Context: an optimization exercise on an open-source flow, tuned for small area, a short achievable clock period and few clock cycles. The choices shown serve that exercise and are no tape-out recipe.
The RTL was checked by simulation tests, not by an equivalence proof against the original design.

==> inputs of run a <==
==> flow/design.v (excerpt) <==
module booth_mult_top
(
    input  logic         clk,
    input  logic         rst_n,
    input  logic [128:0] req,
    input  logic         req_valid,
    output logic         req_ready,
    output logic [127:0] product,
    output logic         product_valid,
    input  logic         product_ready
);
export LEC_CHECK = 0
export CAP_MARGIN = 20
export CELL_PAD_IN_SITES_DETAIL_PLACEMENT = 1
export CELL_PAD_IN_SITES_GLOBAL_PLACEMENT = 2
export CORE_MARGIN = 2
export CORE_UTILIZATION = 34
export CTS_BUF_LIST = sky130_fd_sc_hd__clkbuf_4 sky130_fd_sc_hd__clkbuf_8
export PLACE_DENSITY = 0.46
export SLEW_MARGIN = 20
export SYNTH_HIERARCHICAL = 1
export SYNTH_MINIMUM_KEEP_SIZE = 0
export TNS_END_PERCENT = 100
create_clock -name core_clock -period 12.0 [get_ports {clk}]
standard.sh (not shown) runs the stock make flow with config.mk's settings and CLKGATE_MAP_FILE= SYNTH_SCRIPT=/design/flow/synth_recipe.tcl, a recipe that flattens the netlist after the stock synthesis.
==> flow/flow/run.sh <==
#!/bin/bash
set -euo pipefail
MARGIN=$(cat flow/margin.txt)
bash standard.sh synth > orfs_synth.log 2>&1
bash standard.sh REMOVE_ABC_BUFFERS=1 "BUFFER_PORTS_ARGS=-buffer_cell sky130_fd_sc_hd__buf_2" SETUP_SLACK_MARGIN=$MARGIN finish > orfs_make.log 2>&1
==> flow/flow/margin.txt <==
7.25
==> run b: changes against run a <==
--- a/flow/config.mk
+++ b/flow/config.mk
@@ -7,12 +7,12 @@
 export LEC_CHECK = 0
 export CAP_MARGIN = 20
 export CELL_PAD_IN_SITES_DETAIL_PLACEMENT = 1
 export CELL_PAD_IN_SITES_GLOBAL_PLACEMENT = 2
 export CORE_MARGIN = 2
-export CORE_UTILIZATION = 34
+export CORE_UTILIZATION = 30
 export CTS_BUF_LIST = sky130_fd_sc_hd__clkbuf_4 sky130_fd_sc_hd__clkbuf_8
-export PLACE_DENSITY = 0.46
+export PLACE_DENSITY = 0.42
 export SLEW_MARGIN = 20
 export SYNTH_HIERARCHICAL = 1
 export SYNTH_MINIMUM_KEEP_SIZE = 0
 export TNS_END_PERCENT = 100
==> run c: changes against run a <==
--- a/flow/design.v
+++ b/flow/design.v
@@ -41,61 +41,43 @@
     output logic         product_valid,
     input  logic         product_ready
 );
     logic         en;
     logic         skid_v;
-    logic         skid_v_d;
-    logic         rdy_q;
-    logic         pv_d;
-    logic         pv_n;
     logic [128:0] skid_q;
     logic         v0;
     logic         v1;
     logic [128:0] in_q;
-    assign en        = pv_n | product_ready;
-    assign req_ready = rdy_q;
+    assign en        = ~product_valid | product_ready;
+    assign req_ready = ~skid_v;
     assign in_q      = skid_v ? skid_q : req;
-    always_comb
-    begin
-        skid_v_d = skid_v;
-        pv_d     = product_valid;
-        if (en)
-        begin
-            skid_v_d = 1'b0;
-            pv_d     = v1;
-        end
-        else if (v0 && !skid_v)
-        begin
-            skid_v_d = req_valid;
-        end
-    end
     always_ff @(posedge clk)
     begin
         if (!rst_n)
         begin
             skid_v        <= 1'b0;
-            rdy_q         <= 1'b1;
             v0            <= 1'b0;
             v1            <= 1'b0;
             product_valid <= 1'b0;
-            pv_n          <= 1'b1;
         end
         else
         begin
-            skid_v        <= skid_v_d;
-            rdy_q         <= ~skid_v_d;
-            product_valid <= pv_d;
-            pv_n          <= ~pv_d;
             if (en)
             begin
-                v0 <= skid_v | req_valid;
-                v1 <= v0;
+                skid_v        <= 1'b0;
+                v0            <= skid_v | req_valid;
+                v1            <= v0;
+                product_valid <= v1;
             end
             else if (!v0)
             begin
                 v0 <= req_valid;
             end
+            else if (!skid_v)
+            begin
+                skid_v <= req_valid;
+            end
         end
     end
     always_ff @(posedge clk)
     begin
         if (!skid_v)
==> flow/flow/run.sh (replaced) <==
#!/bin/bash
set -euo pipefail
MARGIN=$(cat flow/margin.txt)
bash standard.sh synth > orfs_synth.log 2>&1
bash standard.sh REMOVE_ABC_BUFFERS=1 SETUP_SLACK_MARGIN=$MARGIN finish > orfs_make.log 2>&1
==> flow/flow/margin.txt (replaced) <==
7.3
--- a/flow/config.mk
+++ b/flow/config.mk
@@ -7,12 +7,12 @@
 export LEC_CHECK = 0
 export CAP_MARGIN = 20
 export CELL_PAD_IN_SITES_DETAIL_PLACEMENT = 1
 export CELL_PAD_IN_SITES_GLOBAL_PLACEMENT = 2
 export CORE_MARGIN = 2
-export CORE_UTILIZATION = 34
+export CORE_UTILIZATION = 30
 export CTS_BUF_LIST = sky130_fd_sc_hd__clkbuf_4 sky130_fd_sc_hd__clkbuf_8
-export PLACE_DENSITY = 0.46
+export PLACE_DENSITY = 0.42
 export SLEW_MARGIN = 20
 export SYNTH_HIERARCHICAL = 1
 export SYNTH_MINIMUM_KEEP_SIZE = 0
 export TNS_END_PERCENT = 100
==> summary.txt <==
| metric | run a | run c | run b |
|---|---|---|---|
| #FFs+latches synth | 880 | 878 | 880 |
| Full die area | 341000 um^2 | 388000 um^2 | 387000 um^2 |
| Row Count | 213 | 227 | 226 |
| Unique masters post-synth | 113 | 118 | 113 |
| Number of vias per cell after detailed routing | 7.42 | 7.06 | 7.03 |
| Beginning of the worst hold path | v1$_SDFFE_PN0N_ | v1$_SDFFE_PN0P_ | v1$_SDFFE_PN0N_ |
| Result of the run | timing/DRC/antenna clean | timing/DRC/antenna clean | timing/DRC/antenna clean |
| Cts repair resizes | 349 | 688 | 503 |
| Effective utilization at floorplan | 0.341 | 0.301 | 0.302 |
| Count of inverters other than clock inverters in the layout | 241 | 249 | 241 |
| Via count | 110511 | 111654 | 109401 |
| Setup slack after placement | 5.82 ns | 5.46 ns | 5.69 ns |
| HPWL after detailed placement | 438 mm | 472 mm | 467 mm |
| Hold Crit Depth | 2 | 1 | 2 |
| Met3 Routed Length | 117 mm | 118 mm | 107 mm |
Testbench counts of run a, summed over its fixed seeds: cycles 2,072.
Testbench counts of run b, summed over its fixed seeds: cycles 2,072.
Testbench counts of run c, summed over its fixed seeds: cycles 2,072.

* * *

==> job 6978 <==
Another version of the RTL of booth_mult_top (not shown whole).
Settings: LEC_CHECK=0, ABC_CLOCK_PERIOD_IN_PS=4000, CAP_MARGIN=20, CELL_PAD_IN_SITES_DETAIL_PLACEMENT=1, CELL_PAD_IN_SITES_GLOBAL_PLACEMENT=2, CORE_MARGIN=2, CORE_UTILIZATION=50, PLACE_DENSITY=0.6, SLEW_MARGIN=20, SYNTH_HIERARCHICAL=1, SYNTH_MINIMUM_KEEP_SIZE=0, TNS_END_PERCENT=100; clock period 12.0 ns.
==> flow/flow/run.sh <==
#!/bin/bash
set -euo pipefail
MARGIN=$(cat flow/margin.txt)
bash standard.sh SETUP_SLACK_MARGIN=$MARGIN finish > orfs_make.log 2>&1
==> flow/flow/margin.txt <==
7.0
==> inputs of job 2747, as changes to job 6978 <==
==> flow/flow/margin.txt (replaced) <==
8.0
==> metrics.md <==
| Metric | Value |
|---|---|
| Area Growth Syn to Fin | 8.65% |
| Routed vias | 100k |
| Clk Latency, worst-skew pair | 0.84 ns |
| Area of the multi-input gates | 86,900 µm² |
| GR Util met2 | 67.4% |
| RSZ-0062 raised after global routing | true |
| CP startpoint kind | register |
| Vias in the first global route | 106k |
| Status | complete, no violations |
| CTS Buf Count | 112 |
| Seq/total area | 20.6% |
# the run above: job 6978

==> metrics.md <==
| Metric | Value |
|---|---|
| Die Ht | 490 µm |
| Main combinational cell family by area after synthesis | adder cells |
| IO Pins | 263 |
| RePlAce Congestion | 1.01 |
| Failed at | global routing (5_1_grt) |
| Area post-placement | 123,000 µm² |
| Number of enable flip-flop cells after synthesis | 790 |
| Count leader, synth | xnor2_1 |
| First error | [ERROR GRT-0232] Routing congestion too high. Check the congestion heatmap in the GUI. |
| Share of the synthesized area in the top cell type | 33.7% |
| Htree depth | 3 |
| Area share of fa/ha/maj cells after synthesis | 36.6% |
| Status | stopped before the end |
| Placement Setup Slack | 6.03 ns |
| CTS resizes | 2,382 |
| Placed cells | 12.7k |
| Synth area leader | fa_1 |
| Post-GRT worst EP | product[127]$_DFFE_PP_/D |
| Ys async rst share | 0% |
| Synth Area in Compound Gates | 16.2% |
| CTS Buf Count | 114 |
# the run above: job 2747

Testbench counts of job 6978, summed over its fixed seeds: cycles 2,072.
Testbench counts of job 2747, summed over its fixed seeds: cycles 2,072.

==> static timing again, ports no longer ideal <==
The flow's constraints put no driver on any port. The routed layouts listed below were extracted and timed again, unchanged, in two steps. Step 1 sets driving cells, clkbuf_16 on the clock port and buf_2 on the other inputs (assumed; they add their load-dependent delay and slew). Step 2, shift: input delay + t, output delay - t, t = (earliest + latest rising clock arrival at the registers) / 2. This alone moves slack from input paths to output paths. Slacks: no drivers / after step 1 / after step 2; pairs: no drivers / after step 1.
run	shift t [ns]	setup slack, ns	worst hold slack (ns)	clock arrival spread, ns	worst slew at a driven data input, ns
run a	1.227	7.083 / 7.083 / 6.218	0.468 / 0.468 / 0.468	0.099 / 0.099	0.05
run b	1.192	6.980 / 6.980 / 6.240	0.479 / 0.479 / 0.479	0.103 / 0.102	0.05
run c	1.240	7.127 / 7.127 / 6.256	0.468 / 0.468 / 0.468	0.137 / 0.137	0.05
job 6978	0.902	6.746 / 6.746 / 6.276	0.470 / 0.470 / 0.470	0.079 / 0.080	0.15
After both steps setup and hold are still met in every run listed. The setup slack of run c, which loses most, moves by 0.000 ns with the drivers and by -0.871 ns with both steps.
